This design comes from an exercise in tuning for small area, a short achievable clock period and few clock cycles per item on the open sky130 flow, not from production work. At most, simulation tests tie the RTL to the original design; equivalence was not proved. Function not checked in runs 1 and 2: the RTL went through the layout flow alone. Power is estimated from default activity; no workload was simulated.

### design.v
`timescale 1ns / 1ps
package wwcb_pkg;
   localparam int BUFFER_DEPTH = 32;
   localparam int IDX_W        = 5;
   localparam int CNT_W        = 6;
   localparam int ITEM_W       = 16;
   localparam int MODEM_W      = 3;
   localparam int KEY_W        = ITEM_W + MODEM_W;
   localparam int CLASS_W      = 3;
   localparam int WEIGHT_W     = 8;
   localparam int CLIM_W       = 6;
   localparam int SERIAL_W     = 32;
   localparam int CSR_ADDR_W   = 3;
   localparam int CSR_DATA_W   = 32;
   localparam logic [WEIGHT_W-1:0] WEIGHT_LIMIT_RESET = 8'd20;
   localparam logic [CLIM_W-1:0]   COUNT_LIMIT_RESET  = 6'd32;
   localparam logic REG_WEIGHT_LIMIT = 1'b0;
   localparam logic REG_COUNT_LIMIT  = 1'b1;
   localparam logic MODE_ADD   = 1'b0;
   localparam logic MODE_FLUSH = 1'b1;
   function automatic logic [WEIGHT_W-1:0] class_weight(input logic [CLASS_W-1:0] wclass);
      logic [WEIGHT_W-1:0] w;
      unique case (wclass)
         3'd0:    w = 8'd20;
         3'd1:    w = 8'd1;
         3'd2:    w = 8'd1;
         3'd3:    w = 8'd1;
         3'd4:    w = 8'd1;
         3'd5:    w = 8'd1;
         default: w = 8'd0;
      endcase
      class_weight = w;
   endfunction
endpackage
`timescale 1ns / 1ps
import wwcb_pkg::*;
module wwcb_csr (
   input  logic                                clock,
   input  logic                                reset,
   input  logic                                csr_psel,
   input  logic                                csr_penable,
   input  logic                                csr_pwrite,
   input  logic [wwcb_pkg::CSR_ADDR_W-1:0]     csr_paddr,
   input  logic [wwcb_pkg::CSR_DATA_W-1:0]     csr_pwdata,
   output logic [wwcb_pkg::CSR_DATA_W-1:0]     csr_prdata,
   output logic                                csr_pready,
   output logic [wwcb_pkg::WEIGHT_W-1:0]       limit_weight,
   output logic [wwcb_pkg::CLIM_W-1:0]         limit_count,
   output logic                                limit_weight_we,
   output logic                                limit_count_we,
   output logic signed [wwcb_pkg::WEIGHT_W:0]  limit_delta     
);
   logic [WEIGHT_W-1:0]        weight_limit_ff;
   logic [CLIM_W-1:0]          count_limit_ff;
   logic                       wr_strobe;
   logic                       reg_sel;
   logic [WEIGHT_W-1:0]        rdata_ff;
   logic signed [WEIGHT_W:0]   delta_ff;
   assign csr_pready = 1'b1;
   assign wr_strobe  = csr_psel & csr_penable & csr_pwrite & csr_pready;
   assign reg_sel    = csr_paddr[2];
   always_ff @(posedge clock) begin
      if (reset) begin
         weight_limit_ff <= WEIGHT_LIMIT_RESET;
         count_limit_ff  <= COUNT_LIMIT_RESET;
      end else if (wr_strobe) begin
         unique case (reg_sel)
            REG_WEIGHT_LIMIT: weight_limit_ff <= csr_pwdata[WEIGHT_W-1:0];
            REG_COUNT_LIMIT:  count_limit_ff  <= csr_pwdata[CLIM_W-1:0];
            default:          ;
         endcase
      end
   end
   always_ff @(posedge clock) begin
      unique case (reg_sel)
         REG_WEIGHT_LIMIT: begin
            rdata_ff <= weight_limit_ff;
            delta_ff <= $signed({1'b0, csr_pwdata[WEIGHT_W-1:0]}) - $signed({1'b0, weight_limit_ff});
         end
         REG_COUNT_LIMIT: begin
            rdata_ff <= WEIGHT_W'(count_limit_ff);
            delta_ff <= $signed({3'b000, csr_pwdata[CLIM_W-1:0]}) - $signed({3'b000, count_limit_ff});
         end
         default: ;
      endcase
   end
   assign csr_prdata      = {{(CSR_DATA_W-WEIGHT_W){1'b0}}, rdata_ff};
   assign limit_weight    = weight_limit_ff;
   assign limit_count     = count_limit_ff;
   assign limit_weight_we = wr_strobe & (reg_sel == REG_WEIGHT_LIMIT);
   assign limit_count_we  = wr_strobe & (reg_sel == REG_COUNT_LIMIT);
   assign limit_delta     = delta_ff;
endmodule
`timescale 1ns / 1ps
import wwcb_pkg::*;
module wwcb_entry_ram (
   input  logic                           clock,
   input  logic                           reset,
   input  logic [wwcb_pkg::IDX_W-1:0]     tail,
   input  logic                           wr_en0,    
   input  logic                           wr_en1,    
   input  logic [wwcb_pkg::KEY_W-1:0]     wr_data,
   input  logic                           act_set,   
   input  logic                           act_clr,
   input  logic                           cmp_en,
   input  logic [wwcb_pkg::KEY_W-1:0]     cmp_key,
   output logic                           match,
   input  logic [wwcb_pkg::IDX_W-1:0]     rd_addr,
   output logic [wwcb_pkg::KEY_W-1:0]     rdata
);
   logic [KEY_W-1:0]        mem [BUFFER_DEPTH];
   logic [BUFFER_DEPTH-1:0] act;
   logic [BUFFER_DEPTH-1:0] eqv;
   logic [BUFFER_DEPTH-1:0] eqv_in;
   logic [BUFFER_DEPTH-1:0] at_tail;
   logic [BUFFER_DEPTH-1:0] after_tail;
   logic [BUFFER_DEPTH-1:0] rd_sel;
   always_comb begin
      for (int i = 0; i < BUFFER_DEPTH; i++) begin
         at_tail[i] = (tail == IDX_W'(i));
         rd_sel[i]  = (rd_addr == IDX_W'(i));
      end
      after_tail = {at_tail[BUFFER_DEPTH-2:0], at_tail[BUFFER_DEPTH-1]};
   end
   always_ff @(posedge clock) begin
      for (int i = 0; i < BUFFER_DEPTH; i++) begin
         if ((wr_en0 & at_tail[i]) | (wr_en1 & after_tail[i])) begin
            mem[i] <= wr_data;
         end
      end
   end
   always_ff @(posedge clock) begin
      for (int i = 0; i < BUFFER_DEPTH; i++) begin
         if (reset || act_clr) begin
            act[i] <= 1'b0;
         end else if (act_set && at_tail[i]) begin
            act[i] <= 1'b1;
         end
      end
   end
   always_comb begin
      for (int i = 0; i < BUFFER_DEPTH; i++) begin
         eqv_in[i] = (mem[i] == cmp_key);
      end
   end
   always_ff @(posedge clock) begin
      if (cmp_en) begin
         eqv <= eqv_in;
      end
   end
   assign match = |(eqv & act);
   always_comb begin
      rdata = '0;
      for (int i = 0; i < BUFFER_DEPTH; i++) begin
         rdata = rdata | (mem[i] & {KEY_W{rd_sel[i]}});
      end
   end
endmodule
`timescale 1ns / 1ps
import wwcb_pkg::*;
module wwcb_ctrl (
   input  logic                               clock,
   input  logic                               reset,
   input  logic [wwcb_pkg::WEIGHT_W-1:0]      limit_weight,
   input  logic [wwcb_pkg::CLIM_W-1:0]        limit_count,
   input  logic                               limit_weight_we,
   input  logic                               limit_count_we,
   input  logic signed [wwcb_pkg::WEIGHT_W:0] limit_delta,
   input  logic                               req_valid,
   output logic                               req_ready,
   input  logic                               req_mode,
   input  logic [wwcb_pkg::ITEM_W-1:0]        req_item_id,
   input  logic [wwcb_pkg::MODEM_W-1:0]       req_modem_index,
   input  logic [wwcb_pkg::CLASS_W-1:0]       req_weight_class,
   output logic                               rsp_valid,
   input  logic                               rsp_ready,
   output logic [wwcb_pkg::ITEM_W-1:0]        rsp_out_item_id,
   output logic [wwcb_pkg::MODEM_W-1:0]       rsp_out_modem_index,
   output logic [wwcb_pkg::SERIAL_W-1:0]      rsp_batch_serial,
   output logic                               rsp_last,
   output logic [wwcb_pkg::IDX_W-1:0]         ram_tail,
   output logic                               ram_wr_en0,
   output logic                               ram_wr_en1,
   output logic [wwcb_pkg::KEY_W-1:0]         ram_wr_data,
   output logic                               ram_act_set,
   output logic                               ram_act_clr,
   output logic                               ram_cmp_en,
   output logic [wwcb_pkg::KEY_W-1:0]         ram_cmp_key,
   input  logic                               ram_match,
   output logic [wwcb_pkg::IDX_W-1:0]         ram_rd_addr,
   input  logic [wwcb_pkg::KEY_W-1:0]         ram_rdata
);
   logic                 s_valid;
   logic                 s_mode;
   logic [CLASS_W-1:0]   s_cls;
   logic [CNT_W-1:0]         act_cnt;   
   logic signed [CNT_W:0]    crem;      
   logic signed [WEIGHT_W:0] wrem;      
   logic [SERIAL_W-1:0]  hs;           
   logic [CNT_W-1:0]     rem1;         
   logic                 last_ff;      
   logic [1:0]           emp;          
   logic                 qv0, qv1;     
   logic [CNT_W-1:0]     qn0, qn1;     
   logic [1:0]           qd0, qd1;     
   logic [IDX_W-1:0]     rd;           
   logic [IDX_W-1:0]     tail;
   logic [CNT_W-1:0]     occ;          
   logic                 o_valid;
   logic [KEY_W-1:0]     o_key;
   logic                 accept;
   logic                 s_add;
   logic [WEIGHT_W-1:0]  cls_w;
   logic                 w_hit;
   logic                 can_app;
   logic                 pre_app;
   logic                 append;
   logic                 c_hit_app;
   logic                 c_hit_no;
   logic                 rel_base;
   logic                 rel_if_app;
   logic                 rel_if_not;
   logic                 rel_need;
   logic                 maybe_rel;
   logic                 stall;
   logic                 fire;
   logic                 release_b;
   logic                 fa;
   logic                 may_app;
   logic                 slot_ok;
   logic [CNT_W-1:0]     act_p1;
   logic                 act_nz;
   logic [CNT_W-1:0]     rn;           
   logic                 rn_nz;
   logic                 rn_is1;
   logic                 pop;
   logic                 pop_last;
   logic                 rem1_is0;
   logic                 rem1_is1;
   logic                 rem1_is2;
   logic                 rem1_after0;
   logic                 idle_after;
   logic                 o_load;
   logic                 deq;
   logic                 enq;
   logic [1:0]           emp_p1;
   logic [1:0]           hs_add;
   logic [SERIAL_W-1:0]  hs_sum0;
   logic [SERIAL_W-1:0]  hs_sum1;
   logic [3:0]           hs_lo0;
   logic [3:0]           hs_lo1;
   logic [SERIAL_W-4:0]  hs_hi_inc;
   logic [CNT_W-1:0]     occ_p1;
   logic [CNT_W-1:0]     occ_m1;
   logic [CNT_W-1:0]     rem1_m1;
   logic signed [CNT_W:0]    crem_m1;
   logic signed [WEIGHT_W:0] wrem_mc;
   assign s_add     = ~s_mode;
   assign cls_w     = wwcb_pkg::class_weight(s_cls);
   always_comb begin
      unique case (s_cls)
         3'd0:                         w_hit = (wrem <= 9'sd20);
         3'd1, 3'd2, 3'd3, 3'd4, 3'd5: w_hit = (wrem <= 9'sd1);
         default:                      w_hit = (wrem <= 9'sd0);
      endcase
   end
   assign c_hit_no   = (crem <= 7'sd0);
   assign c_hit_app  = (crem <= 7'sd1);
   assign can_app    = ~act_cnt[CNT_W-1];
   assign pre_app    = s_add & can_app;             
   assign append     = pre_app & ~ram_match;
   assign rel_base   = s_mode | w_hit;
   assign rel_if_app = rel_base | c_hit_app;
   assign rel_if_not = rel_base | c_hit_no;
   assign rel_need   = append ? rel_if_app : rel_if_not;
   assign maybe_rel  = rel_if_app;
   assign stall      = maybe_rel & (qv1 | (emp == 2'd3));
   assign fire       = s_valid & ~stall;
   assign release_b  = fire & rel_need;
   assign fa         = fire & append;
   assign act_p1     = act_cnt + CNT_W'(1);
   assign act_nz     = (act_cnt != '0);
   assign rn         = append ? act_p1 : act_cnt;
   assign rn_nz      = append | act_nz;
   assign rn_is1     = append ? ~act_nz : (act_cnt == CNT_W'(1));
   assign crem_m1    = crem - 7'sd1;
   assign wrem_mc    = wrem - $signed({1'b0, cls_w});
   assign may_app   = s_valid & pre_app;
   assign slot_ok   = may_app ? (occ <= CNT_W'(BUFFER_DEPTH - 2)) : (occ <= CNT_W'(BUFFER_DEPTH - 1));
   assign req_ready = ~(s_valid & stall) & (slot_ok | (~s_valid & act_cnt[CNT_W-1]));
   assign accept    = req_valid & req_ready;
   assign pop         = o_valid & rsp_ready;
   assign rem1_is0    = (rem1 == '0);
   assign rem1_is1    = last_ff;
   assign rem1_is2    = (rem1 == CNT_W'(2));
   assign pop_last    = pop & rem1_is1;
   assign rem1_after0 = rem1_is0 | pop_last;
   assign idle_after  = rem1_after0 & ~qv0;
   assign o_load      = (~o_valid & ~rem1_is0) | (pop & (~rem1_is1 | qv0));
   assign deq         = pop_last & qv0;
   assign enq         = release_b & rn_nz & ~idle_after;
   assign emp_p1      = emp + 2'd1;
   assign rem1_m1     = rem1 - CNT_W'(1);
   assign hs_add    = qv0 ? qd0 : emp;
   assign hs_lo0    = {1'b0, hs[2:0]} + {2'b00, hs_add};
   assign hs_lo1    = {1'b0, hs[2:0]} + {2'b00, hs_add} + 4'd1;
   assign hs_hi_inc = hs[SERIAL_W-1:3] + (SERIAL_W-3)'(1);
   assign hs_sum0   = {hs_lo0[3] ? hs_hi_inc : hs[SERIAL_W-1:3], hs_lo0[2:0]};
   assign hs_sum1   = {hs_lo1[3] ? hs_hi_inc : hs[SERIAL_W-1:3], hs_lo1[2:0]};
   assign occ_p1 = occ + CNT_W'(1);
   assign occ_m1 = occ - CNT_W'(1);
   assign ram_tail    = tail;
   assign ram_wr_en0  = accept & ~fa & (occ != CNT_W'(BUFFER_DEPTH));
   assign ram_wr_en1  = accept & (occ <= CNT_W'(BUFFER_DEPTH - 2));
   assign ram_wr_data = {req_item_id, req_modem_index};
   assign ram_act_set = fa;
   assign ram_act_clr = release_b;
   assign ram_cmp_en  = accept;
   assign ram_cmp_key = {req_item_id, req_modem_index};
   assign ram_rd_addr = rd;
   always_ff @(posedge clock) begin
      if (accept) begin
         s_mode <= req_mode;
         s_cls  <= req_weight_class;
      end
      if (o_load) begin
         o_key <= ram_rdata;
      end
   end
   always_ff @(posedge clock) begin
      if (reset) begin
         s_valid <= 1'b0;
         act_cnt <= '0;
         crem    <= 7'sd32;
         wrem    <= 9'sd20;
         hs      <= '0;
         emp     <= '0;
         rem1    <= '0;
         last_ff <= 1'b0;
         qv0     <= 1'b0;
         qv1     <= 1'b0;
         rd      <= '0;
         tail    <= '0;
         occ     <= '0;
         o_valid <= 1'b0;
      end else begin
         if (accept) begin
            s_valid <= 1'b1;
         end else if (fire) begin
            s_valid <= 1'b0;
         end
         if (release_b) begin
            act_cnt <= '0;
         end else if (fa) begin
            act_cnt <= act_p1;
         end
         if (limit_count_we) begin
            crem <= crem + limit_delta[CNT_W:0];
         end else if (release_b) begin
            crem <= $signed({1'b0, limit_count});
         end else if (fa) begin
            crem <= crem_m1;
         end
         if (limit_weight_we) begin
            wrem <= wrem + limit_delta;
         end else if (release_b) begin
            wrem <= $signed({1'b0, limit_weight});
         end else if (fire) begin
            wrem <= wrem_mc;
         end
         if (fa) begin
            tail <= tail + IDX_W'(1);
         end
         if (o_load) begin
            rd <= rd + IDX_W'(1);
         end
         if (fa & ~o_load) begin
            occ <= occ_p1;
         end else if (~fa & o_load) begin
            occ <= occ_m1;
         end
         if (o_load) begin
            o_valid <= 1'b1;
         end else if (pop) begin
            o_valid <= 1'b0;
         end
         if (release_b & idle_after) begin
            hs      <= hs_sum1;
            emp     <= '0;
            rem1    <= rn;
            last_ff <= rn_is1;
         end else begin
            if (pop_last) begin
               hs      <= hs_sum0;
               rem1    <= qv0 ? qn0 : '0;
               last_ff <= qv0 & (qn0 == CNT_W'(1));
            end else if (pop) begin
               rem1    <= rem1_m1;
               last_ff <= rem1_is2;
            end
            if (release_b) begin
               emp <= rn_nz ? 2'd0 : emp_p1;
            end else if (pop_last & ~qv0) begin
               emp <= '0;
            end
            if (deq) begin
               if (enq & ~qv1) begin
                  qn0 <= rn;
                  qd0 <= emp_p1;
               end else begin
                  qn0 <= qn1;
                  qd0 <= qd1;
               end
               qv0 <= qv1 | enq;
               qv1 <= qv1 & enq;
               if (enq & qv1) begin
                  qn1 <= rn;
                  qd1 <= emp_p1;
               end
            end else if (enq) begin
               if (qv0) begin
                  qn1 <= rn;
                  qd1 <= emp_p1;
                  qv1 <= 1'b1;
               end else begin
                  qn0 <= rn;
                  qd0 <= emp_p1;
                  qv0 <= 1'b1;
               end
            end
         end
      end
   end
   assign rsp_valid           = o_valid;
   assign rsp_out_item_id     = o_key[KEY_W-1:MODEM_W];
   assign rsp_out_modem_index = o_key[MODEM_W-1:0];
   assign rsp_batch_serial    = hs;
   assign rsp_last            = last_ff;
endmodule
`timescale 1ns / 1ps
import wwcb_pkg::*;
module weighted_write_coalescing_buffer_unit (
   input  logic                               clock,
   input  logic                               reset,
   input  logic                               req_valid,
   output logic                               req_ready,
   input  logic                               req_mode,
   input  logic [wwcb_pkg::ITEM_W-1:0]        req_item_id,
   input  logic [wwcb_pkg::MODEM_W-1:0]       req_modem_index,
   input  logic [wwcb_pkg::CLASS_W-1:0]       req_weight_class,
   output logic                               rsp_valid,
   input  logic                               rsp_ready,
   output logic [wwcb_pkg::ITEM_W-1:0]        rsp_out_item_id,
   output logic [wwcb_pkg::MODEM_W-1:0]       rsp_out_modem_index,
   output logic [wwcb_pkg::SERIAL_W-1:0]      rsp_batch_serial,
   output logic                               rsp_last,
   input  logic                               csr_psel,
   input  logic                               csr_penable,
   input  logic                               csr_pwrite,
   input  logic [wwcb_pkg::CSR_ADDR_W-1:0]    csr_paddr,
   input  logic [wwcb_pkg::CSR_DATA_W-1:0]    csr_pwdata,
   output logic [wwcb_pkg::CSR_DATA_W-1:0]    csr_prdata,
   output logic                               csr_pready
);
   logic [WEIGHT_W-1:0] limit_weight;
   logic [CLIM_W-1:0]   limit_count;
   logic                limit_weight_we;
   logic                limit_count_we;
   logic signed [WEIGHT_W:0] limit_delta;
   logic [IDX_W-1:0]    ram_tail;
   logic                ram_wr_en0;
   logic                ram_wr_en1;
   logic [KEY_W-1:0]    ram_wr_data;
   logic                ram_act_set;
   logic                ram_act_clr;
   logic                ram_cmp_en;
   logic [KEY_W-1:0]    ram_cmp_key;
   logic                ram_match;
   logic [IDX_W-1:0]    ram_rd_addr;
   logic [KEY_W-1:0]    ram_rdata;
   wwcb_csr u_csr (
      .clock       (clock),
      .reset       (reset),
      .csr_psel    (csr_psel),
      .csr_penable (csr_penable),
      .csr_pwrite  (csr_pwrite),
      .csr_paddr   (csr_paddr),
      .csr_pwdata  (csr_pwdata),
      .csr_prdata  (csr_prdata),
      .csr_pready  (csr_pready),
      .limit_weight (limit_weight),
      .limit_count  (limit_count),
      .limit_weight_we (limit_weight_we),
      .limit_count_we  (limit_count_we),
      .limit_delta     (limit_delta)
   );
   wwcb_entry_ram u_entry_ram (
      .clock       (clock),
      .reset       (reset),
      .tail        (ram_tail),
      .wr_en0      (ram_wr_en0),
      .wr_en1      (ram_wr_en1),
      .wr_data     (ram_wr_data),
      .act_set     (ram_act_set),
      .act_clr     (ram_act_clr),
      .cmp_en      (ram_cmp_en),
      .cmp_key     (ram_cmp_key),
      .match       (ram_match),
      .rd_addr     (ram_rd_addr),
      .rdata       (ram_rdata)
   );
   wwcb_ctrl u_ctrl (
      .clock               (clock),
      .reset               (reset),
      .limit_weight        (limit_weight),
      .limit_count         (limit_count),
      .limit_weight_we     (limit_weight_we),
      .limit_count_we      (limit_count_we),
      .limit_delta         (limit_delta),
      .req_valid           (req_valid),
      .req_ready           (req_ready),
      .req_mode            (req_mode),
      .req_item_id         (req_item_id),
      .req_modem_index     (req_modem_index),
      .req_weight_class    (req_weight_class),
      .rsp_valid           (rsp_valid),
      .rsp_ready           (rsp_ready),
      .rsp_out_item_id     (rsp_out_item_id),
      .rsp_out_modem_index (rsp_out_modem_index),
      .rsp_batch_serial    (rsp_batch_serial),
      .rsp_last            (rsp_last),
      .ram_tail            (ram_tail),
      .ram_wr_en0          (ram_wr_en0),
      .ram_wr_en1          (ram_wr_en1),
      .ram_wr_data         (ram_wr_data),
      .ram_act_set         (ram_act_set),
      .ram_act_clr         (ram_act_clr),
      .ram_cmp_en          (ram_cmp_en),
      .ram_cmp_key         (ram_cmp_key),
      .ram_match           (ram_match),
      .ram_rd_addr         (ram_rd_addr),
      .ram_rdata           (ram_rdata)
   );
endmodule
### run.sh
#!/bin/bash
# synth_recipe.tcl (not shown) runs the flow's synth.tcl, then flattens the netlist and writes it again
# the make line also repeats each setting of config.mk as NAME=value (left out here)
make -C /OpenROAD-flow-scripts/flow DESIGN_CONFIG=/design/flow/config.mk WORK_HOME=/design/flow/orfs CLKGATE_MAP_FILE= SYNTH_SCRIPT=/design/flow/synth_recipe.tcl finish
### config.mk
export PLATFORM = sky130hd
export DESIGN_NAME = weighted_write_coalescing_buffer_unit
export DESIGN_NICKNAME = weighted_write_coalescing_buffer_unit
export VERILOG_FILES = /design/flow/design.v
export SDC_FILE = /design/flow/constraint.sdc
export NUM_CORES = 4
export LEC_CHECK = 0
export CAP_MARGIN = 20
export CORE_MARGIN = 2
export CORE_UTILIZATION = 40
export SETUP_SLACK_MARGIN = 2.5
export SLEW_MARGIN = 20
### constraint.sdc
create_clock -name core_clock -period 6.0 [get_ports {clock}]
set_input_delay 1.2000 -clock core_clock [delete_from_list [all_inputs] [get_ports {clock}]]
set_output_delay 1.2000 -clock core_clock [all_outputs]
set_load 0.01 [all_outputs]
==> results by group, run 1 <==
Finish
  • Proportion of layout cells with a drive suffix above 1: 11.5%
  • Register Area: 0.0233 mm^2
  • Most common cell after layout, fill and taps aside: edfxtp_1
  • Area Overhead vs Synth: 16.6%
  • # fillers: 8831
  • Most frequent cells in the layout: edfxtp_1 (679), xor2_1 (627), a22oi_1 (173), nor4_1 (161), dfxtp_1 (145)
  • Nets: 3439
  • Final core utilization: 46.9%
  • Final Non-Filler Cells: 4670
  • Post-route cell area: 0.0461 mm^2
  • Multi-input gate area: 0.0156 mm^2

Timing
  • # setup viols final: 0
  • Final hold vios: 0
  • Unrepaired setup endpoints after global routing: yes
  • Slew headroom: 15.5%
  • Period utilisation layout: 61.4%
  • WHS: 0.455 ns
  • Max Fclk: 271 MHz
  • Slew @ Worst Pin: 1.27 ns
  • Setup TNS: 0 ns
  • Final Critical Period: 3.69 ns
  • Fin. max-slew vios: 0
  • Skew final: 0.0359 ns

Detailed routing
  • 1st-pass router iterations: 8
  • Wirelength, routed: 141000 um
  • Vias per cell: 6.12
  • Routed WL per cell: 30.1 um
  • Initial DRC Count: 4484
  • Total number of vias: 28600
  • DRC Markers: 0
  • DRT antenna net count: 0

Worst setup path
  • Critical path class: input port to flip-flop
  • Worst Path Arrival: 4.01 ns
  • Largest fanout on the critical path: 34
  • CP endpoint kind: flip-flop
  • Critical path required time: 6.32 ns
  • CP Launch Type: input port

Floorplan
  • Die height: 318 um
  • I/O Pins: 152
  • Initial Util: 40.3%
  • Die ar.: 0.101 mm^2
  • Chip width: 318 um
  • Core area: 0.0981 mm^2
  • Floorplan row count: 115

Global routing
  • GRT Total Usage: 26.9%
  • First-pass GRT wire length: 197000 um
  • Largest net degree at the start of global routing: 59
  • Number of global-route vias before repair: 26700
  • Total gr overflow: 0
  • Initial antenna violation count: 2

Synth
  • Cell area after synthesis: 0.0395 mm^2
  • Post-synth EDFFs: 679
  • Seq/Total Area, Yosys: 59.0%
  • Yosys warns: 4
  • Yosys cell types: 77
  • Post-synth ARST share: 0%
  • Synthesized instance count: 3161
  • Ys flop type: edfxtp_1
  • Syn avg cell area: 12.5 um^2
  • FF+latch count, synth: 825

Placed design
  • RePlAce Congestion: 0.973
  • Area after DPL: 0.0424 mm^2
  • I/O Buffers: 100
  • Cells after DPL: 4461
  • Post-DP HPWL: 98800 um

Clock network
  • Num CTS Buffers: 93
  • CTS root buffer: clkbuf_16
  • H-Tree Depth: 3
  • Clock Latency Late Sink: 0.69 ns
  • TritonCTS clock tree: yes
  • Post-CTS Hold Buffers: 0
  • Reg clk slew, reported paths: 0.05 ns
  • Clk sinks: 825
  • Clk buf depth: 3

Pwr
  • P_leak: 15.7 nW
  • Sequential power share: 44.2%
  • Pint: 0.0107 W
  • Psw: 0.00456 W
  • P per Cell Area: 332 mW/mm^2
  • Part of the power in combinational logic: 19.0%
  • Peak supply drop: 0.255 mV
  • Clock Power Share: 36.8%
  • Sw Ratio: 29.8%

Outcome
  • Status: timing/DRC/antenna clean

Flow run
  • Max-cap violations: 0

Worst hold path
  • HP Class: flip-flop to flip-flop
[final cells by class]
cell class | count | area share (%)
multi-input cells | 2101 | 34.0
repair buffers | 236 | 5.11
clock buffers | 124 | 5.44
well taps | 1287 | 3.50
clock inverters | 46 | 0.967
flip-flops and latches | 825 | 50.6
inverters | 50 | 0.407
diodes | 1 | 0.00543
[power groups by stage]
stage / Clock [W] / Sequential [W] / Combinational (W)
after floorplan: 0 / 0.00683 / 0.00164
after global placement: 0 / 0.00687 / 0.00280
after detailed placement: 0 / 0.00688 / 0.00281
after CTS: 0.00570 / 0.00676 / 0.00284
after global routing: 0.00589 / 0.00679 / 0.00309
final: 0.00562 / 0.00676 / 0.00291
[synthesized netlist by cell type (all sizes together) (12+ instances only)]
library cell / count / share of area [%]
a211oi: 14 / 0.27
mux2i: 15 / 0.41
and2: 16 / 0.25
a21o: 12 / 0.23
nand4: 101 / 1.6
a222oi: 58 / 1.5
mux2: 15 / 0.43
a22o: 25 / 0.55
xor2: 627 / 14
a22oi: 176 / 3.4
or4: 20 / 0.38
edfxtp: 679 / 52
a221oi: 34 / 0.75
ha: 61 / 1.9
a31oi: 17 / 0.28
xnor2: 23 / 0.51
nor2: 154 / 1.5
nand2b: 16 / 0.25
nor2b: 16 / 0.25
nor3: 47 / 0.61
dfxtp: 146 / 7.4
inv: 50 / 0.47
nand2: 121 / 1.2
and3: 13 / 0.21
or3: 14 / 0.22
buf: 100 / 1.3
o31ai: 27 / 0.53
clkbuf: 108 / 1.0
o21ai: 47 / 0.60
nor4: 166 / 2.6
nand3: 55 / 0.70
a21oi: 109 / 1.4
[registers in the layout, summed over array words and instances, names as in the netlist, 2 cells and up]
register / cells
u_csr.count_limit_ff: 6
u_csr.delta_ff: 9
u_csr.rdata_ff: 8
u_csr.weight_limit_ff: 8
u_ctrl.act_cnt: 6
u_ctrl.crem: 7
u_ctrl.emp: 2
u_ctrl.hs: 32
u_ctrl.o_key: 19
u_ctrl.occ: 6
u_ctrl.qd0: 2
u_ctrl.qd1: 2
u_ctrl.qn0: 6
u_ctrl.qn1: 6
u_ctrl.rd: 5
u_ctrl.rem1: 6
u_ctrl.s_cls: 3
u_ctrl.tail: 5
u_ctrl.wrem: 9
u_entry_ram.act: 32
u_entry_ram.eqv: 32
u_entry_ram.mem: 608
[cells by family (layout without fill, tap and decap cells)]
family / after synthesis / count (layout) / share of synthesized area (%)
xor gates and xnor gates: 650 / 650 / 14.4
buffers and inverters: 258 / 456 / 2.82
other: 2 / 26 / 0.0190
AOI/OAI and AO/OA: 570 / 570 / 10.6
DFF: 825 / 825 / 59.0
adders and majority gates: 67 / 67 / 2.23
and+or+nand+nor: 759 / 759 / 10.1
muxes: 30 / 30 / 0.839
[worst max-delay path, cell delays in order]
cell and delay, ns:
buf_4 0.42, buf_4 0.37, xor2_1 0.11, nor4_1 0.89, nand4_1 0.17, nor4_1 0.79
[final timing paths]
kind / slack, ns / start / endpoint / depth (start not counted)
worst max-delay path: 2.31 / req_item_id[15] / u_entry_ram.eqv[19]$_DFFE_PP_ / 6
worst min register to register: 0.45 / u_csr.weight_limit_ff[7]$_SDFFE_PP0P_ / u_csr.weight_limit_ff[7]$_SDFFE_PP0P_ / 2
worst max register to register: 2.48 / u_ctrl.rd[2]$_SDFFE_PP0P_ / u_ctrl.o_key[0]$_DFFE_PP_ / 8
worst min-delay path: 0.45 / u_csr.weight_limit_ff[7]$_SDFFE_PP0P_ / u_csr.weight_limit_ff[7]$_SDFFE_PP0P_ / 2
[metrics by stage]
step / worst slack, ns / power [W]
after global routing: 2.25 / 0.0158
after CTS: 2.33 / 0.0153
after detailed placement: 1.81 / 0.00969
after floorplan: 2.10 / 0.00847
after global placement: 1.65 / 0.00967
final: 2.31 / 0.0153
[layer usage]
layer,vias to the layer above,global-route usage [%],share of wire (%)
li1,12300,-,-
met1,14100,36.0,39
met2,1803,41.8,45
met3,355,5.23,10
met4,0,13.4,6.1
met5,-,0,0
[repair_timing]
| action | 4_1_cts | 5_1_grt |
|---|---|---|
| resized for setup | 9 | 30 |
| endpoints found under the setup margin | 357 | 383 |
| pin swaps | 14 | 14 |
| buffers inserted | 17 | 19 |
| cloned | 0 | 2 |
==> inputs of run 2 (changes only) <==
--- a/design.v
+++ b/design.v
@@ -31,6 +31,26 @@
       endcase
       class_weight = w;
    endfunction
+   function automatic logic [8:0] inc9(input logic [8:0] x);
+      logic [8:0] y;
+      logic       c;
+      c = 1'b1;
+      for (int i = 0; i < 9; i++) begin
+         y[i] = x[i] ^ c;
+         c    = c & x[i];
+      end
+      inc9 = y;
+   endfunction
+   function automatic logic [8:0] dec9(input logic [8:0] x);
+      logic [8:0] y;
+      logic       b;
+      b = 1'b1;
+      for (int i = 0; i < 9; i++) begin
+         y[i] = x[i] ^ b;
+         b    = b & ~x[i];
+      end
+      dec9 = y;
+   endfunction
 endpackage
 `timescale 1ns / 1ps
 import wwcb_pkg::*;
@@ -110,8 +130,9 @@
 );
    logic [KEY_W-1:0]        mem [BUFFER_DEPTH];
    logic [BUFFER_DEPTH-1:0] act;
-   logic [BUFFER_DEPTH-1:0] eqv;
-   logic [BUFFER_DEPTH-1:0] eqv_in;
+   logic [BUFFER_DEPTH-1:0] act_next;
+   logic [BUFFER_DEPTH-1:0] hit;
+   logic                    match_ff;
    logic [BUFFER_DEPTH-1:0] at_tail;
    logic [BUFFER_DEPTH-1:0] after_tail;
    logic [BUFFER_DEPTH-1:0] rd_sel;
@@ -129,26 +150,25 @@
          end
       end
    end
-   always_ff @(posedge clock) begin
+   always_comb begin
       for (int i = 0; i < BUFFER_DEPTH; i++) begin
-         if (reset || act_clr) begin
-            act[i] <= 1'b0;
-         end else if (act_set && at_tail[i]) begin
-            act[i] <= 1'b1;
-         end
+         act_next[i] = act[i] | (act_set & at_tail[i]);
+         hit[i]      = (mem[i] == cmp_key) & act_next[i];
       end
    end
-   always_comb begin
-      for (int i = 0; i < BUFFER_DEPTH; i++) begin
-         eqv_in[i] = (mem[i] == cmp_key);
+   always_ff @(posedge clock) begin
+      if (reset || act_clr) begin
+         act <= '0;
+      end else begin
+         act <= act_next;
       end
    end
    always_ff @(posedge clock) begin
       if (cmp_en) begin
-         eqv <= eqv_in;
+         match_ff <= ~act_clr & (|hit);
       end
    end
-   assign match = |(eqv & act);
+   assign match = match_ff;
    always_comb begin
       rdata = '0;
       for (int i = 0; i < BUFFER_DEPTH; i++) begin
@@ -158,7 +178,9 @@
 endmodule
 `timescale 1ns / 1ps
 import wwcb_pkg::*;
-module wwcb_ctrl (
+module wwcb_ctrl #(
+   parameter int QDEPTH = 3
+) (
    input  logic                               clock,
    input  logic                               reset,
    input  logic [wwcb_pkg::WEIGHT_W-1:0]      limit_weight,
@@ -190,6 +212,10 @@
    output logic [wwcb_pkg::IDX_W-1:0]         ram_rd_addr,
    input  logic [wwcb_pkg::KEY_W-1:0]         ram_rdata
 );
+   logic                 a_valid;
+   logic                 a_mode;
+   logic [KEY_W-1:0]     a_key;
+   logic [CLASS_W-1:0]   a_cls;
    logic                 s_valid;
    logic                 s_mode;
    logic [CLASS_W-1:0]   s_cls;
@@ -200,15 +226,20 @@
    logic [CNT_W-1:0]     rem1;         
    logic                 last_ff;      
    logic [1:0]           emp;          
-   logic                 qv0, qv1;     
-   logic [CNT_W-1:0]     qn0, qn1;     
-   logic [1:0]           qd0, qd1;     
+   logic [QDEPTH-1:0]    qv;           
+   logic [QDEPTH-1:0][CNT_W-1:0] qn;    
+   logic [QDEPTH-1:0][1:0]       qd;    
+   logic [QDEPTH-1:0]            qv_n;
+   logic [QDEPTH-1:0]            qv_sh;
+   logic [QDEPTH-1:0][CNT_W-1:0] qn_n;
+   logic [QDEPTH-1:0][1:0]       qd_n;
    logic [IDX_W-1:0]     rd;           
    logic [IDX_W-1:0]     tail;
    logic [CNT_W-1:0]     occ;          
    logic                 o_valid;
    logic [KEY_W-1:0]     o_key;
-   logic                 accept;
+   logic                 accept;       
+   logic                 s_take;
    logic                 s_add;
    logic [WEIGHT_W-1:0]  cls_w;
    logic                 w_hit;
@@ -221,7 +252,6 @@
    logic                 rel_if_app;
    logic                 rel_if_not;
    logic                 rel_need;
-   logic                 maybe_rel;
    logic                 stall;
    logic                 fire;
    logic                 release_b;
@@ -273,62 +303,93 @@
    assign rel_if_app = rel_base | c_hit_app;
    assign rel_if_not = rel_base | c_hit_no;
    assign rel_need   = append ? rel_if_app : rel_if_not;
-   assign maybe_rel  = rel_if_app;
-   assign stall      = maybe_rel & (qv1 | (emp == 2'd3));
+   assign stall      = qv[QDEPTH-1] | (emp == 2'd3);
    assign fire       = s_valid & ~stall;
    assign release_b  = fire & rel_need;
    assign fa         = fire & append;
-   assign act_p1     = act_cnt + CNT_W'(1);
+   assign act_p1     = CNT_W'(wwcb_pkg::inc9(9'(act_cnt)));
    assign act_nz     = (act_cnt != '0);
    assign rn         = append ? act_p1 : act_cnt;
    assign rn_nz      = append | act_nz;
    assign rn_is1     = append ? ~act_nz : (act_cnt == CNT_W'(1));
-   assign crem_m1    = crem - 7'sd1;
+   assign crem_m1    = $signed((CNT_W+1)'(wwcb_pkg::dec9(9'($unsigned(crem)))));
    assign wrem_mc    = wrem - $signed({1'b0, cls_w});
    assign may_app   = s_valid & pre_app;
    assign slot_ok   = may_app ? (occ <= CNT_W'(BUFFER_DEPTH - 2)) : (occ <= CNT_W'(BUFFER_DEPTH - 1));
-   assign req_ready = ~(s_valid & stall) & (slot_ok | (~s_valid & act_cnt[CNT_W-1]));
-   assign accept    = req_valid & req_ready;
+   assign s_take    = ~(s_valid & stall) & (slot_ok | (~s_valid & act_cnt[CNT_W-1]));
+   assign accept    = a_valid & s_take;
+   assign req_ready = ~a_valid | s_take;
    assign pop         = o_valid & rsp_ready;
    assign rem1_is0    = (rem1 == '0);
    assign rem1_is1    = last_ff;
    assign rem1_is2    = (rem1 == CNT_W'(2));
    assign pop_last    = pop & rem1_is1;
    assign rem1_after0 = rem1_is0 | pop_last;
-   assign idle_after  = rem1_after0 & ~qv0;
-   assign o_load      = (~o_valid & ~rem1_is0) | (pop & (~rem1_is1 | qv0));
-   assign deq         = pop_last & qv0;
+   assign idle_after  = rem1_after0 & ~qv[0];
+   assign o_load      = (~o_valid & ~rem1_is0) | (pop & (~rem1_is1 | qv[0]));
+   assign deq         = pop_last & qv[0];
    assign enq         = release_b & rn_nz & ~idle_after;
-   assign emp_p1      = emp + 2'd1;
-   assign rem1_m1     = rem1 - CNT_W'(1);
-   assign hs_add    = qv0 ? qd0 : emp;
+   assign emp_p1      = 2'(wwcb_pkg::inc9(9'(emp)));
+   assign rem1_m1     = CNT_W'(wwcb_pkg::dec9(9'(rem1)));
+   assign hs_add    = qv[0] ? qd[0] : emp;
    assign hs_lo0    = {1'b0, hs[2:0]} + {2'b00, hs_add};
    assign hs_lo1    = {1'b0, hs[2:0]} + {2'b00, hs_add} + 4'd1;
    assign hs_hi_inc = hs[SERIAL_W-1:3] + (SERIAL_W-3)'(1);
    assign hs_sum0   = {hs_lo0[3] ? hs_hi_inc : hs[SERIAL_W-1:3], hs_lo0[2:0]};
    assign hs_sum1   = {hs_lo1[3] ? hs_hi_inc : hs[SERIAL_W-1:3], hs_lo1[2:0]};
-   assign occ_p1 = occ + CNT_W'(1);
-   assign occ_m1 = occ - CNT_W'(1);
+   assign occ_p1 = CNT_W'(wwcb_pkg::inc9(9'(occ)));
+   assign occ_m1 = CNT_W'(wwcb_pkg::dec9(9'(occ)));
    assign ram_tail    = tail;
    assign ram_wr_en0  = accept & ~fa & (occ != CNT_W'(BUFFER_DEPTH));
    assign ram_wr_en1  = accept & (occ <= CNT_W'(BUFFER_DEPTH - 2));
-   assign ram_wr_data = {req_item_id, req_modem_index};
+   assign ram_wr_data = a_key;
    assign ram_act_set = fa;
    assign ram_act_clr = release_b;
    assign ram_cmp_en  = accept;
-   assign ram_cmp_key = {req_item_id, req_modem_index};
+   assign ram_cmp_key = a_key;
    assign ram_rd_addr = rd;
+   always_comb begin
+      qv_n = qv;
+      qn_n = qn;
+      qd_n = qd;
+      if (deq) begin
+         for (int j = 0; j < QDEPTH - 1; j++) begin
+            qv_n[j] = qv[j + 1];
+            qn_n[j] = qn[j + 1];
+            qd_n[j] = qd[j + 1];
+         end
+         qv_n[QDEPTH-1] = 1'b0;
+      end
+      qv_sh = qv_n;
+      if (enq) begin
+         for (int j = 0; j < QDEPTH; j++) begin
+            if (~qv_sh[j] && (j == 0 || qv_sh[(j > 0) ? j - 1 : 0])) begin
+               qv_n[j] = 1'b1;
+               qn_n[j] = rn;
+               qd_n[j] = emp_p1;
+            end
+         end
+      end
+   end
    always_ff @(posedge clock) begin
+      if (req_valid & req_ready) begin
+         a_mode <= req_mode;
+         a_key  <= {req_item_id, req_modem_index};
+         a_cls  <= req_weight_class;
+      end
       if (accept) begin
-         s_mode <= req_mode;
-         s_cls  <= req_weight_class;
+         s_mode <= a_mode;
+         s_cls  <= a_cls;
       end
+      qn <= qn_n;
+      qd <= qd_n;
       if (o_load) begin
          o_key <= ram_rdata;
       end
    end
    always_ff @(posedge clock) begin
       if (reset) begin
+         a_valid <= 1'b0;
          s_valid <= 1'b0;
          act_cnt <= '0;
          crem    <= 7'sd32;
@@ -337,13 +398,17 @@
          emp     <= '0;
          rem1    <= '0;
          last_ff <= 1'b0;
-         qv0     <= 1'b0;
-         qv1     <= 1'b0;
+         qv      <= '0;
          rd      <= '0;
          tail    <= '0;
          occ     <= '0;
          o_valid <= 1'b0;
       end else begin
+         if (req_valid & req_ready) begin
+            a_valid <= 1'b1;
+         end else if (accept) begin
+            a_valid <= 1'b0;
+         end
          if (accept) begin
             s_valid <= 1'b1;
          end else if (fire) begin
@@ -392,42 +457,18 @@
          end else begin
             if (pop_last) begin
                hs      <= hs_sum0;
-               rem1    <= qv0 ? qn0 : '0;
-               last_ff <= qv0 & (qn0 == CNT_W'(1));
+               rem1    <= qv[0] ? qn[0] : '0;
+               last_ff <= qv[0] & (qn[0] == CNT_W'(1));
             end else if (pop) begin
                rem1    <= rem1_m1;
                last_ff <= rem1_is2;
             end
             if (release_b) begin
                emp <= rn_nz ? 2'd0 : emp_p1;
-            end else if (pop_last & ~qv0) begin
+            end else if (pop_last & ~qv[0]) begin
                emp <= '0;
             end
-            if (deq) begin
-               if (enq & ~qv1) begin
-                  qn0 <= rn;
-                  qd0 <= emp_p1;
-               end else begin
-                  qn0 <= qn1;
-                  qd0 <= qd1;
-               end
-               qv0 <= qv1 | enq;
-               qv1 <= qv1 & enq;
-               if (enq & qv1) begin
-                  qn1 <= rn;
-                  qd1 <= emp_p1;
-               end
-            end else if (enq) begin
-               if (qv0) begin
-                  qn1 <= rn;
-                  qd1 <= emp_p1;
-                  qv1 <= 1'b1;
-               end else begin
-                  qn0 <= rn;
-                  qd0 <= emp_p1;
-                  qv0 <= 1'b1;
-               end
-            end
+            qv <= qv_n;
          end
       end
    end
==> run 2 against run 1 <==
- still clean
- total power rose by 0.12%
- cell area rose by 1.3%
- sequential power fell by 3%
- clock power rose by 7.5%
- combinational power fell by 8.2%
- first-iteration DRC count rose by 7.7%
- die area fell by 0.36%
- critical path depth rose by 2
- clock skew fell by 0.0061 ns
- register-to-register slack got worse by 0.12 ns
- via count rose by 6.3%
- critical endpoint is now u_entry_ram.match_ff$_DFFE_PP_
- highest routed layer is now met5
==> results by group, run 2 <==
Outcome
  • Status: timing/DRC/antenna clean

Synth
  • Seq/Total Area, Yosys: 58.9% (-0.090 points)
  • Post-synth ARST share: 0% (unchanged)
  • FF+latch count, synth: 827 (+0.24%)
  • Area leader, netlist: edfxtp_1
  • Post-synth top area share: 50.6% (-1.0 points)
  • Syn avg cell area: 12.4 um^2 (-0.83%)
  • Yosys cell types: 69 (-10%)
  • Main area contributors after synthesis: edfxtp_1 (51%), dfxtp_1 (8.3%), xnor2_1 (7.5%)
  • Synthesized instance count: 3176 (+0.47%)
  • Ys flop type: edfxtp_1
  • Most frequent cell after synthesis: edfxtp_1
  • List of most frequent post-synthesis cells: edfxtp_1 (663), xnor2_1 (338), xor2_1 (304)
  • Cell area after synthesis: 0.0394 mm^2 (-0.36%)
  • Post-synth EDFFs: 663 (-2.4%)
  • Yosys warns: 4 (unchanged)

Finish
  • Proportion of layout cells with a drive suffix above 1: 12.1% (+0.64 points)
  • Final Non-Filler Cells: 4752 (+1.8%)
  • Area Overhead vs Synth: 18.5%
  • Multi-input gate area: 0.0157 mm^2 (about the same)
  • Most frequent cells in the layout: edfxtp_1 (663), xnor2_1 (338), xor2_1 (304), dfxtp_1 (160)
  • Register Area: 0.0232 mm^2 (-0.49%)
  • Max reg flops: 608 (unchanged)
  • Largest register by flop count: u_entry_ram.mem
  • # fillers: 8729 (-1.2%)
  • Largest regs: u_entry_ram.mem: 608 flops, u_ctrl.hs: 32 flops, u_entry_ram.act: 32 flops
  • Most common cell after layout, fill and taps aside: edfxtp_1
  • Nets: 3515 (+2.2%)

Pwr
  • P per Cell Area: 328 mW/mm^2 (-1.2%)
  • P_leak: 15.5 nW (-1.2%)
  • Part of the power in combinational logic: 17.5% (-1.5 points)
  • Clock Power Share: 39.5% (+2.7 points)
  • Sw Ratio: 29.1% (-0.71 points)
  • Psw: 0.00446 W (-2.3%)
  • Peak supply drop: 0.246 mV (-3.7%)
  • Sequential power share: 43.1% (-1.1 points)
  • Pint: 0.0109 W (+1.1%)

Floorplan
  • I/O Pins: 152 (unchanged)
  • Chip width: 318 um (-0.18%)
  • Core area: 0.0980 mm^2 (-0.15%)
  • Die ar.: 0.101 mm^2 (-0.36%)
  • Die height: 318 um (-0.18%)
  • Floorplan row count: 115 (unchanged)
  • Initial Util: 40.2% (-0.088 points)

Placed design
  • I/O Buffers: 100 (unchanged)
  • RePlAce Congestion: 1.08 (+11%)
  • Post-DP HPWL: 112000 um (+14%)
  • Cells after DPL: 4513 (+1.2%)

Detailed routing
  • Wirelength, routed: 161000 um (+14%)
  • DRC Markers: 0 (unchanged)
  • Routed WL per cell: 33.9 um (+12%)
  • Total number of vias: 30400 (+6.3%)
  • Initial DRC Count: 4830 (+7.7%)
  • 1st-pass router iterations: 9 (+1)
  • Vias per cell: 6.39 (+4.5%)
  • DRT antenna net count: 0 (unchanged)

Timing
  • Skew final: 0.0298 ns (-0.00609 ns)
  • Max Fclk: 274 MHz (+1.1%)
  • Unrepaired setup endpoints after global routing: yes
  • Setup TNS: 0 ns (unchanged)
  • Final Critical Period: 3.64 ns (-0.0414 ns)
  • Slew @ Worst Pin: 1.35 ns (+0.0865 ns)
  • # setup viols final: 0 (unchanged)
  • Fin. max-slew vios: 0 (unchanged)
  • Final hold vios: 0 (unchanged)
  • Period utilisation layout: 60.7% (-0.69 points)
  • Slew headroom: 9.74% (-5.8 points)

Worst setup path
  • Worst Path Arrival: 4.03 ns (+0.02 ns)
  • CP Launch Type: flip-flop
  • Critical path required time: 6.39 ns (+0.07 ns)
  • Worst R2R Path Depth: 8 (unchanged)
  • CP endpoint kind: flip-flop
  • Largest fanout on the critical path: 12 (-65%)
  • Critical path class: flip-flop to flip-flop

Flow run
  • Max-cap violations: 0 (unchanged)

Clock network
  • CTS root buffer: clkbuf_16
  • Reg clk slew, reported paths: 0.06 ns (about the same)
  • Clk buf depth: 3 (unchanged)
  • Clk sinks: 827 (+0.24%)
  • Num CTS Buffers: 94 (+1.1%)
  • TritonCTS clock tree: yes
  • H-Tree Depth: 3 (unchanged)
  • Clock Latency Late Sink: 0.70 ns (about the same)

Worst hold path
  • Hold Crit Depth: 0 (-2)
  • HP Class: flip-flop to flip-flop

Global routing
  • Total gr overflow: 0 (unchanged)
  • First-pass GRT wire length: 218000 um (+11%)
  • Largest net degree at the start of global routing: 83 (+41%)
  • Number of global-route vias before repair: 27400 (+2.8%)
  • Initial antenna violation count: 15 (+13)
  • GRT Total Usage: 30.8% (+3.9 points)
-- run 2: cell types whose count changed after synthesis, moves of 16 or more --
| cell | previous run | this run |
|---|---|---|
| a221oi_1 | 34 | 51 |
| a222oi_1 | 58 | 38 |
| a22o_1 | 25 | 51 |
| dfxtp_1 | 146 | 164 |
| edfxtp_1 | 679 | 663 |
| inv_1 | 50 | 75 |
| mux2i_1 | 14 | 32 |
| nand4_1 | 101 | 159 |
| nor4_1 | 166 | 94 |
| o21ai_0 | 45 | 65 |
| or3_1 | 14 | 40 |
| xnor2_1 | 23 | 338 |
| xor2_1 | 627 | 304 |
-- run 2: metrics by stage --
| stage | hold WS (ns) | util (%) | worst slack [ns] | instance area (um^2) | power [W] |
|---|---|---|---|---|---|
| finish | 0.445 | 47.6 | 2.36 | 46700 | 0.0153 |
| global route | 0.457 | 47.6 | 2.24 | 46700 | 0.0156 |
| CTS | 0.446 | 46.9 | 2.24 | 45900 | 0.0151 |
| detailed placement | 0.431 | 43.4 | 1.43 | 42500 | 0.00912 |
| global placement | 0.438 | 43.3 | 1.51 | 42400 | 0.00911 |
| floorplan | 0.400 | - | 2.38 | 39500 | 0.00791 |
-- run 2: worst paths after layout --
kind / start / endpoint / slack (ns)
max: u_ctrl.tail[3]$_SDFFE_PP0P_ / u_entry_ram.match_ff$_DFFE_PP_ / 2.36
min: u_ctrl.a_cls[1]$_DFFE_PP_ / u_ctrl.s_cls[1]$_DFFE_PP_ / 0.45
max reg2reg: u_ctrl.tail[3]$_SDFFE_PP0P_ / u_entry_ram.match_ff$_DFFE_PP_ / 2.36
min reg2reg: u_ctrl.a_cls[1]$_DFFE_PP_ / u_ctrl.s_cls[1]$_DFFE_PP_ / 0.45
-- run 2: power by group through the flow --
stage	Sequential, W	Combinational [W]	Clock [W]
after floorplan	0.00671	0.00119	0
after global placement	0.00672	0.00238	0
after detailed placement	0.00672	0.00240	0
after CTS	0.00660	0.00244	0.00608
after global routing	0.00661	0.00273	0.00630
final	0.00659	0.00267	0.00604
-- run 2: final cells by class --
type	count	area share (%)
sequential	827	49.7
multi-input combinational	2105	33.5
timing repair buffer	275	5.81
clock buffer	114	5.45
tap	1287	3.45
clock inverter	62	1.42
inverter	75	0.603
antenna	7	0.0375
-- run 2: logic make-up (layout without fill, tap and decap cells) --
| family | Yosys count | count (layout) | synth area share (%) |
|---|---|---|---|
| AO/OA/AOI/OAI | 597 | 597 | 10.9 |
| XOR/XNOR | 642 | 642 | 14.3 |
| adder cells (fa/ha/maj) | 72 | 72 | 2.38 |
| buffers and inverters | 267 | 526 | 2.81 |
| flip-flops | 827 | 827 | 58.9 |
| multiplexers | 36 | 36 | 0.928 |
| other | 2 | 32 | 0.0191 |
| AND/OR/NAND/NOR | 733 | 733 | 9.81 |
-- run 2: what timing repair did --
item                       in CTS  in global routing
setup endpoints to repair     220                338
resized for setup              25                 30
pin swaps                       4                 21
hold buffers                    0                  0
setup buffers                  13                 35
-- run 2: per-layer routing --
layer | GRT usage (%) | share of wire, %
met3 | 10.9 | 13
met2 | 43.8 | 41
met4 | 21.8 | 8.8
met1 | 38.9 | 37
met5 | 0 | 0.081
-- run 2: critical path, stage by stage, from the launching register on --
cell and delay, ns:
dfxtp_1 0.67, or2_2 0.54, nor3_1 0.09, buf_4 0.19, a31oi_2 0.49, nor3_1 0.18, nor4_1 0.60, and4_1 0.41
a41oi_1 0.17
==> inputs of run 3 (changes only) <==
--- a/design.v
+++ b/design.v
@@ -68,14 +68,14 @@
    output logic [wwcb_pkg::CLIM_W-1:0]         limit_count,
    output logic                                limit_weight_we,
    output logic                                limit_count_we,
-   output logic signed [wwcb_pkg::WEIGHT_W:0]  limit_delta     
+   output logic [wwcb_pkg::WEIGHT_W:0]         limit_delta     
 );
    logic [WEIGHT_W-1:0]        weight_limit_ff;
    logic [CLIM_W-1:0]          count_limit_ff;
    logic                       wr_strobe;
    logic                       reg_sel;
    logic [WEIGHT_W-1:0]        rdata_ff;
-   logic signed [WEIGHT_W:0]   delta_ff;
+   logic [WEIGHT_W:0]          delta_ff;
    assign csr_pready = 1'b1;
    assign wr_strobe  = csr_psel & csr_penable & csr_pwrite & csr_pready;
    assign reg_sel    = csr_paddr[2];
@@ -95,11 +95,11 @@
       unique case (reg_sel)
          REG_WEIGHT_LIMIT: begin
             rdata_ff <= weight_limit_ff;
-            delta_ff <= $signed({1'b0, csr_pwdata[WEIGHT_W-1:0]}) - $signed({1'b0, weight_limit_ff});
+            delta_ff <= {1'b0, csr_pwdata[WEIGHT_W-1:0]} - {1'b0, weight_limit_ff};
          end
          REG_COUNT_LIMIT: begin
             rdata_ff <= WEIGHT_W'(count_limit_ff);
-            delta_ff <= $signed({3'b000, csr_pwdata[CLIM_W-1:0]}) - $signed({3'b000, count_limit_ff});
+            delta_ff <= {3'b000, csr_pwdata[CLIM_W-1:0]} - {3'b000, count_limit_ff};
          end
          default: ;
       endcase
@@ -187,7 +187,7 @@
    input  logic [wwcb_pkg::CLIM_W-1:0]        limit_count,
    input  logic                               limit_weight_we,
    input  logic                               limit_count_we,
-   input  logic signed [wwcb_pkg::WEIGHT_W:0] limit_delta,
+   input  logic [wwcb_pkg::WEIGHT_W:0]        limit_delta,
    input  logic                               req_valid,
    output logic                               req_ready,
    input  logic                               req_mode,
@@ -220,8 +220,8 @@
    logic                 s_mode;
    logic [CLASS_W-1:0]   s_cls;
    logic [CNT_W-1:0]         act_cnt;   
-   logic signed [CNT_W:0]    crem;      
-   logic signed [WEIGHT_W:0] wrem;      
+   logic [CNT_W:0]       crem;         
+   logic [WEIGHT_W:0]    wrem;         
    logic [SERIAL_W-1:0]  hs;           
    logic [CNT_W-1:0]     rem1;         
    logic                 last_ff;      
@@ -283,19 +283,19 @@
    logic [CNT_W-1:0]     occ_p1;
    logic [CNT_W-1:0]     occ_m1;
    logic [CNT_W-1:0]     rem1_m1;
-   logic signed [CNT_W:0]    crem_m1;
-   logic signed [WEIGHT_W:0] wrem_mc;
+   logic [CNT_W:0]       crem_m1;
+   logic [WEIGHT_W:0]    wrem_mc;
    assign s_add     = ~s_mode;
    assign cls_w     = wwcb_pkg::class_weight(s_cls);
    always_comb begin
       unique case (s_cls)
-         3'd0:                         w_hit = (wrem <= 9'sd20);
-         3'd1, 3'd2, 3'd3, 3'd4, 3'd5: w_hit = (wrem <= 9'sd1);
-         default:                      w_hit = (wrem <= 9'sd0);
+         3'd0:                         w_hit = wrem[WEIGHT_W] | (wrem[WEIGHT_W-1:0] <= 8'd20);
+         3'd1, 3'd2, 3'd3, 3'd4, 3'd5: w_hit = wrem[WEIGHT_W] | (wrem[WEIGHT_W-1:0] <= 8'd1);
+         default:                      w_hit = wrem[WEIGHT_W] | (wrem[WEIGHT_W-1:0] == 8'd0);
       endcase
    end
-   assign c_hit_no   = (crem <= 7'sd0);
-   assign c_hit_app  = (crem <= 7'sd1);
+   assign c_hit_no   = crem[CNT_W] | (crem[CNT_W-1:0] == 6'd0);
+   assign c_hit_app  = crem[CNT_W] | (crem[CNT_W-1:0] <= 6'd1);
    assign can_app    = ~act_cnt[CNT_W-1];
    assign pre_app    = s_add & can_app;             
    assign append     = pre_app & ~ram_match;
@@ -312,8 +312,8 @@
    assign rn         = append ? act_p1 : act_cnt;
    assign rn_nz      = append | act_nz;
    assign rn_is1     = append ? ~act_nz : (act_cnt == CNT_W'(1));
-   assign crem_m1    = $signed((CNT_W+1)'(wwcb_pkg::dec9(9'($unsigned(crem)))));
-   assign wrem_mc    = wrem - $signed({1'b0, cls_w});
+   assign crem_m1    = (CNT_W+1)'(wwcb_pkg::dec9(9'(crem)));
+   assign wrem_mc    = wrem - {1'b0, cls_w};
    assign may_app   = s_valid & pre_app;
    assign slot_ok   = may_app ? (occ <= CNT_W'(BUFFER_DEPTH - 2)) : (occ <= CNT_W'(BUFFER_DEPTH - 1));
    assign s_take    = ~(s_valid & stall) & (slot_ok | (~s_valid & act_cnt[CNT_W-1]));
@@ -392,8 +392,8 @@
          a_valid <= 1'b0;
          s_valid <= 1'b0;
          act_cnt <= '0;
-         crem    <= 7'sd32;
-         wrem    <= 9'sd20;
+         crem    <= 7'd32;
+         wrem    <= 9'd20;
          hs      <= '0;
          emp     <= '0;
          rem1    <= '0;
@@ -422,14 +422,14 @@
          if (limit_count_we) begin
             crem <= crem + limit_delta[CNT_W:0];
          end else if (release_b) begin
-            crem <= $signed({1'b0, limit_count});
+            crem <= {1'b0, limit_count};
          end else if (fa) begin
             crem <= crem_m1;
          end
          if (limit_weight_we) begin
             wrem <= wrem + limit_delta;
          end else if (release_b) begin
-            wrem <= $signed({1'b0, limit_weight});
+            wrem <= {1'b0, limit_weight};
          end else if (fire) begin
             wrem <= wrem_mc;
          end
@@ -507,7 +507,7 @@
    logic [CLIM_W-1:0]   limit_count;
    logic                limit_weight_we;
    logic                limit_count_we;
-   logic signed [WEIGHT_W:0] limit_delta;
+   logic [WEIGHT_W:0]   limit_delta;
    logic [IDX_W-1:0]    ram_tail;
    logic                ram_wr_en0;
    logic                ram_wr_en1;
==> flow/run.sh (new file) <==
#!/bin/bash
# Standard layout, with the port buffers made from buf_4 cells instead of the default choice.
cp standard.sh standard_sh_copy.txt
export BUFFER_PORTS_ARGS="-buffer_cell sky130_fd_sc_hd__buf_4"
bash standard.sh > standard_flow.log 2>&1
status=$?
exit $status
==> standard.sh (new file) <==
#!/bin/bash
# synth_recipe.tcl (not shown) runs the flow's synth.tcl, then flattens the netlist and writes it again
# the make line also repeats each setting of config.mk as NAME=value (left out here)
make -C /OpenROAD-flow-scripts/flow DESIGN_CONFIG=/design/flow/config.mk WORK_HOME=/design/flow/orfs CLKGATE_MAP_FILE= SYNTH_SCRIPT=/design/flow/synth_recipe.tcl "${@:-finish}"
removed: run.sh
==> run 3 against run 2 <==
- maximum frequency down 0.61%
- sequential power is 2% higher
- die area up 0.36%
- global-route usage fell by 0.81 points
- sequential cell count unchanged
- largest cell class unchanged
- via count fell by 3.2%
==> results by group, run 3 <==
Finish
  • Proportion of layout cells with a drive suffix above 1: 13.8% (+1.7 points)
  • Final Non-Filler Cells: 4711 (-0.86%)
  • Area Overhead vs Synth: 16.0%
  • Most common cell after layout, fill and taps aside: edfxtp_1
  • Most frequent cells in the layout: edfxtp_1 (663), xor2_1 (462), buf_4 (205), xnor2_1 (182), dfxtp_1 (163)
  • Multi-input gate area: 0.0157 mm^2 (unchanged)
  • Max reg flops: 608 (unchanged)
  • Register Area: 0.0232 mm^2 (about the same)
  • Largest regs: u_entry_ram.mem: 608 flops, u_ctrl.hs: 32 flops, u_entry_ram.act: 32 flops
  • Largest register by flop count: u_entry_ram.mem
  • Nets: 3482 (-0.94%)
  • # fillers: 8853 (+1.4%)

Global routing
  • First-pass GRT wire length: 214000 um (-2.0%)
  • Number of global-route vias before repair: 27300 (-0.37%)
  • Largest net degree at the start of global routing: 68 (-18%)
  • Initial antenna violation count: 9 (-6)
  • Total gr overflow: 0 (unchanged)
  • GRT Total Usage: 30.0% (-0.81 points)

Detailed routing
  • Initial DRC Count: 4827 (-0.062%)
  • 1st-pass router iterations: 9 (unchanged)
  • Routed WL per cell: 33.2 um (-2.1%)
  • Wirelength, routed: 156000 um (-2.9%)
  • DRC Markers: 0 (unchanged)
  • Vias per cell: 6.24 (-2.3%)
  • Total number of vias: 29400 (-3.2%)
  • DRT antenna net count: 0 (unchanged)

Timing
  • Final Critical Period: 3.67 ns (+0.0223 ns)
  • Period utilisation layout: 61.1% (+0.37 points)
  • Skew final: 0.0603 ns (+0.0306 ns)
  • Fin. max-slew vios: 0 (unchanged)
  • Final hold vios: 0 (unchanged)
  • # setup viols final: 0 (unchanged)
  • Slew headroom: 18.5% (+8.8 points)
  • Setup TNS: 0 ns (unchanged)
  • Unrepaired setup endpoints after global routing: yes
  • Slew @ Worst Pin: 1.22 ns (-0.132 ns)
  • Max Fclk: 273 MHz (-0.61%)

Clock network
  • Clk sinks: 827 (unchanged)
  • CTS root buffer: clkbuf_16
  • Num CTS Buffers: 91 (-3.2%)
  • H-Tree Depth: 3 (unchanged)
  • TritonCTS clock tree: yes
  • Post-CTS Hold Buffers: 0 (unchanged)
  • Reg clk slew, reported paths: 0.06 ns (about the same)
  • Clock Latency Late Sink: 0.69 ns (about the same)
  • Clk buf depth: 3 (unchanged)

Floorplan
  • Die height: 318 um (+0.18%)
  • Chip width: 318 um (+0.18%)
  • Floorplan row count: 115 (unchanged)
  • Initial Util: 40.3% (+0.086 points)
  • I/O Pins: 152 (unchanged)
  • Core area: 0.0981 mm^2 (+0.15%)
  • Die ar.: 0.101 mm^2 (+0.36%)

Worst setup path
  • Largest fanout on the critical path: 25 (+13)
  • Worst Path Arrival: 4.19 ns (+0.16 ns)
  • CP dominant cell by count: nand4_1
  • CP Launch Type: flip-flop
  • Critical path required time: 6.52 ns (+0.13 ns)
  • Worst path top cell family by delay: simple AND/OR/NAND/NOR gates
  • Crit path cell chain: buf_4 -> xnor2_1 -> nand4_1 -> nor4_1 -> nand4_1 -> o221ai_1 -> o31a_1
  • Critical path class: flip-flop to flip-flop
  • CP bufs+invs: 1 (unchanged)
  • Slowest CP cell: edfxtp_1
  • CP endpoint kind: flip-flop
  • CP peak stage delay: 0.98 ns (+0.31 ns)

Flow run
  • Max-cap violations: 0 (unchanged)

Synth
  • Yosys cell types: 73 (+5.8%)
  • Cell area after synthesis: 0.0395 mm^2 (+0.36%)
  • Syn avg cell area: 12.4 um^2 (-0.20%)
  • Area leader, netlist: edfxtp_1
  • Ys flop type: edfxtp_1
  • Post-synth top area share: 50.4% (-0.18 points)
  • Post-synth EDFFs: 663 (unchanged)
  • Post-synth ARST share: 0% (unchanged)
  • Main area contributors after synthesis: edfxtp_1 (50%), xor2_1 (10%), dfxtp_1 (8.3%)
  • List of most frequent post-synthesis cells: edfxtp_1 (663), xor2_1 (462), xnor2_1 (182)
  • FF+latch count, synth: 827 (unchanged)
  • Yosys warns: 4 (unchanged)
  • Seq/Total Area, Yosys: 58.7% (-0.21 points)
  • Most frequent cell after synthesis: edfxtp_1
  • Synthesized instance count: 3194 (+0.57%)

Pwr
  • Psw: 0.00446 W (+0.14%)
  • Sw Ratio: 28.8% (-0.26 points)
  • Part of the power in combinational logic: 17.7% (+0.2 points)
  • Clock Power Share: 38.9% (-0.6 points)
  • Pint: 0.0110 W (+1.4%)
  • Power Total: 0.0155 W (+1.0%)
  • Peak supply drop: 0.227 mV (-7.5%)
  • P per Cell Area: 337 mW/mm^2 (+2.9%)
  • P_leak: 15.6 nW (+0.99%)
  • Sequential power share: 43.5% (+0.4 points)

Placed design
  • RePlAce Congestion: 1.07 (-0.59%)
  • Post-DP HPWL: 110000 um (-2.1%)
  • Cells after DPL: 4520 (+0.16%)
  • I/O Buffers: 100 (unchanged)

Outcome
  • Status: timing/DRC/antenna clean

Worst hold path
  • HP Class: flip-flop to flip-flop
run 3: layout make-up:
type | count | share of cell area (%)
Antenna cell | 4 | 0.0218
Multi-Input combinational cell | 2125 | 34.1
Sequential cell | 827 | 50.6
Clock inverter | 54 | 1.43
Inverter | 74 | 0.606
Timing Repair Buffer | 226 | 4.20
Clock buffer | 114 | 5.50
Tap cell | 1287 | 3.51
run 3: worst reg2reg max path, stage by stage, from the launching register on:
cell,delay [ns]
edfxtp_1,0.98
buf_4,0.51
xnor2_1,0.18
nand4_1,0.12
nor4_1,0.77
nand4_1,0.44
o221ai_1,0.29
o31a_1,0.23
run 3: through the flow:
stage	area, um^2	hold WS (ns)	setup slack (ns)	util [%]
3_3_place_gp	42300	0.409	2.13	43.1
5_1_grt	45800	0.421	2.44	46.7
2_1_floorplan	39600	0.400	2.52	-
3_5_place_dp	42300	0.410	2.14	43.1
6_report	45800	0.418	2.33	46.7
4_1_cts	45600	0.418	2.46	46.5
run 3: what timing repair did:
action                                 4_1_cts  5_1_grt
setup endpoints to repair                  154      288
gates cloned                                 0        0
endpoints found under the hold margin        0        0
resized for setup                           14       19
pin swaps                                    0        7
setup buffers                                8       11
run 3: metal layers:
layer  up-vias  track usage, %  wire length, um
met5         -               0               45
met4         6            19.6            12900
met3       499            10.0            19300
met2      2061            43.5            65600
met1     14500            38.2            58500
li1      12300               -                -
run 3: logic make-up after synthesis:
kind of cell	after synthesis	synth area share [%]
other cells	2	0.0190
mux	50	1.32
flops	827	58.7
xor+xnor	644	14.3
buf+inv	265	2.79
fa+ha+maj	72	2.37
compound gates	558	10.3
simple gates	776	10.3
run 3: power groups by stage:
stage	registers [W]	clock network [W]	logic [W]
4_1_cts	0.00673	0.00605	0.00262
5_1_grt	0.00675	0.00627	0.00287
6_report	0.00673	0.00601	0.00273
2_1_floorplan	0.00685	0	0.00139
3_3_place_gp	0.00685	0	0.00257
3_5_place_dp	0.00685	0	0.00258
run 3: final timing paths:
path                        startpoint  slack (ns)                              to  cells after the start
max          u_ctrl.a_key[8]$_DFFE_PP_        2.33  u_entry_ram.match_ff$_DFFE_PP_                      7
min          u_ctrl.a_cls[0]$_DFFE_PP_        0.42       u_ctrl.s_cls[0]$_DFFE_PP_                      0
max reg2reg  u_ctrl.a_key[8]$_DFFE_PP_        2.33  u_entry_ram.match_ff$_DFFE_PP_                      7
min reg2reg  u_ctrl.a_cls[0]$_DFFE_PP_        0.42       u_ctrl.s_cls[0]$_DFFE_PP_                      0
Testbench counts of run 3, summed over its fixed seeds: cycles 12,315, items 12,000.

separate check: timing with driven ports:
How much do the figures lean on ideal ports? The routed layouts below were timed once more, with nothing changed but the port constraints. Step 1 (the two cells are an assumption about what drives the block):
set clk [get_ports {clock}]
set_driving_cell -lib_cell sky130_fd_sc_hd__clkbuf_16 $clk
set_driving_cell -lib_cell sky130_fd_sc_hd__buf_2 [delete_from_list [all_inputs] $clk]
Step 2 also shifts input and output timing later by t, the mid clock arrival at the registers, as if the neighbouring blocks saw the same clock. a / b / c = ideal ports / drivers / drivers and shift; a / b = the first two.
| run | shift t [ns] | setup slack, ns | cell pins on the clock port's net |
|---|---|---|---|
| run 1 | 0.738 | 2.314 / 2.357 / 1.619 | 1 |
| run 2 | 0.758 | 2.356 / 2.356 / 1.872 | 1 |
| run 3 | 0.731 | 2.333 / 2.333 / 2.333 | 1 |
After both steps setup and hold are still met in every run listed. For run 1, which loses most, drivers alone change the setup slack by +0.043 ns; drivers and shift together by -0.695 ns.
